What follows belongs to an exercise in optimizing a design on an open flow for small area; a production flow would make more cautious choices. In this exercise RTL edits were held to simulation tests only and were not proved equivalent to the original. Power is estimated from default activity; no workload was simulated.

## before
// rv_core_de
module rv_core_de (
    input  logic        clk_i,
    input  logic        rst_n_i,
    input  logic [31:0] instr_i,
    input  logic [31:0] pc_i,
    input  logic        instr_valid_i,
    output logic        redirect_o,
    output logic [31:0] redirect_pc_o,
    output logic        wb_en_o,
    output logic [4:0]  wb_rd_o,
    output logic [31:0] wb_data_o
);
export LEC_CHECK = 0
export CAP_MARGIN = 20
export CORE_MARGIN = 2
export CORE_UTILIZATION = 55
export CTS_CLUSTER_DIAMETER = 100
export CTS_CLUSTER_SIZE = 25
export GPL_ROUTABILITY_DRIVEN = 0
export SLEW_MARGIN = 20
export SYNTH_HIERARCHICAL = 1
create_clock -name core_clock -period 9.0 [get_ports {clk_i}]
standard.sh (not shown) runs the stock make flow with config.mk's settings and CLKGATE_MAP_FILE= SYNTH_SCRIPT=/design/flow/synth_recipe.tcl, a recipe that flattens the netlist after the stock synthesis.
==> flow/flow/run.sh <==
#!/bin/bash
set -euo pipefail
export BUFFER_PORTS_ARGS="-buffer_cell sky130_fd_sc_hd__buf_1"
bash standard.sh > standard.log 2>&1
#### Input delta (after over before)
Settings: clearing GPL_ROUTABILITY_DRIVEN, which used to be 0.
diff --git a/flow/flow/run.sh b/flow/flow/run.sh
--- a/flow/flow/run.sh
+++ b/flow/flow/run.sh
@@ -3,0 +4 @@
+export RECOVER_POWER=100
- after completed end to end; final checks failed (max-capacitance violations, max-slew violations).
- Delta (after minus before): total power after layout barely changed, utilization decreased 0.20 points, multi-input combinational cell count held steady, post-detailed-route via-to-cell ratio went down, worst hold slack comparable.
- after ends up with higher clock network fraction of design power than before does.
- Non-clock buffer count was lower in before than in after.

* * *

## try-nickel
Starting RTL as in the previous note.
==> flow/config.mk <==
export PLATFORM = sky130hd
export DESIGN_NAME = rv_core_de
export DESIGN_NICKNAME = rv_core_de
export VERILOG_FILES = /design/flow/design.v
export SDC_FILE = /design/flow/constraint.sdc
export NUM_CORES = 4
export LEC_CHECK = 0
export CAP_MARGIN = 20
export CORE_MARGIN = 2
export CORE_UTILIZATION = 55
export CTS_CLUSTER_DIAMETER = 100
export CTS_CLUSTER_SIZE = 25
export SLEW_MARGIN = 20
export SYNTH_HIERARCHICAL = 1
==> flow/constraint.sdc <==
create_clock -name core_clock -period 9.0 [get_ports {clk_i}]
set_input_delay 1.8000 -clock core_clock [delete_from_list [all_inputs] [get_ports {clk_i}]]
set_output_delay 1.8000 -clock core_clock [all_outputs]
set_load 0.01 [all_outputs]
==> flow/flow/run.sh <==
#!/bin/bash
set -euo pipefail
export BUFFER_PORTS_ARGS="-buffer_cell sky130_fd_sc_hd__buf_1"
export GPL_KEEP_OVERFLOW=0.3
bash standard.sh > standard.log 2>&1
Relative to try-nickel, the following input files were edited for try-amber:
==> flow/run.sh (new file) <==
#!/bin/bash
# synth_recipe.tcl (not shown) runs the flow's synth.tcl, then flattens the netlist and writes it again
# the make line also repeats each setting of config.mk as NAME=value (left out here)
make -C /OpenROAD-flow-scripts/flow DESIGN_CONFIG=/design/flow/config.mk WORK_HOME=/design/flow/orfs CLKGATE_MAP_FILE= SYNTH_SCRIPT=/design/flow/synth_recipe.tcl finish
removed: flow/flow/run.sh
removed: flow/standard.sh
Notes after the runs:
- try-amber reached the final stage; the timing, design-rule and antenna checks on its layout passed.
- try-amber and try-nickel ended up with roughly the same worst hold slack across all endpoints.
- Between try-nickel and try-amber, the global routing usage on met3 is higher for try-nickel.
- Total power (lower): try-nickel
- Combinational group share of total power: try-amber > try-nickel
- Between try-nickel and try-amber, the flow reports wire length decreasing slightly.
- Compared with try-nickel, try-amber shows a higher number of antenna violations at the first check in global routing.
- Comparing try-nickel against try-amber, there is no change at all in max-capacitance violation count.
Changes in try-willow relative to try-amber:
==> flow/flow/run.sh (new file) <==
#!/bin/bash
# Own flow: the standard layout (standard.sh: the standard synthesis and
# ORFS steps, unchanged), except that buffer_ports builds the port buffers
# from the library's smallest buffer, sky130_fd_sc_hd__buf_1, instead of the
# cell it picks by default. Every input and output port still gets a buffer.
# The whole output of standard.sh goes to standard.log here; ORFS keeps each
# step's log under orfs/logs/.
set -euo pipefail
export BUFFER_PORTS_ARGS="-buffer_cell sky130_fd_sc_hd__buf_1"
bash standard.sh > standard.log 2>&1
==> flow/standard.sh (new file) <==
#!/bin/bash
# synth_recipe.tcl (not shown) runs the flow's synth.tcl, then flattens the netlist and writes it again
# the make line also repeats each setting of config.mk as NAME=value (left out here)
make -C /OpenROAD-flow-scripts/flow DESIGN_CONFIG=/design/flow/config.mk WORK_HOME=/design/flow/orfs CLKGATE_MAP_FILE= SYNTH_SCRIPT=/design/flow/synth_recipe.tcl "${@:-finish}"
removed: flow/run.sh
Notes after the runs:
Changes observed in try-willow relative to try-amber: layout overhead on the synthesized area saw a decrease; flip-flop and latch count saw little to no change; placed wire-length estimate saw an increase.

-- re-timing with driven ports --
The flow's constraints put no driver on any port. The routed layouts listed below were extracted and timed again, unchanged, in two steps. Step 1: set_driving_cell puts a clkbuf_16 on clk_i and a buf_2 on each other input, an assumption about the parent block. Step 2 moves the port delays by t, midway between the first and last clock arrival at a register: inputs arrive t later, outputs are due t later. That takes back most of the time a late clock gives input paths. Slacks: ideal / step 1 / step 2; pairs: ideal / step 1.
| run | t (ns) | setup slack, ns | latest minus earliest clock arrival (ns) | slew at the worst register clock pin (ns) | worst slew at a driven data input, ns |
|---|---|---|---|---|---|
| before | 0.762 | 0.490 / 0.537 / -0.225 | 0.045 / 0.046 | 0.12 / 0.12 | 0.04 |
| after | 0.747 | 0.450 / 0.450 / 0.101 | 0.074 / 0.074 | 0.11 / 0.11 | 0.05 |
| try-nickel | 0.762 | 1.045 / 1.095 / 0.333 | 0.049 / 0.049 | 0.11 / 0.11 | 0.07 |
| try-amber | 0.778 | 0.407 / 0.426 / -0.320 | 0.067 / 0.067 | 0.12 / 0.12 | 0.09 |
| try-willow | 0.754 | 0.531 / 0.531 / 0.123 | 0.079 / 0.078 | 0.12 / 0.12 | 0.05 |
With both steps, setup timing fails in before and try-amber, where it was met with ideal ports. For try-amber, which loses most, drivers alone change the setup slack by +0.019 ns; drivers and shift together by -0.727 ns.
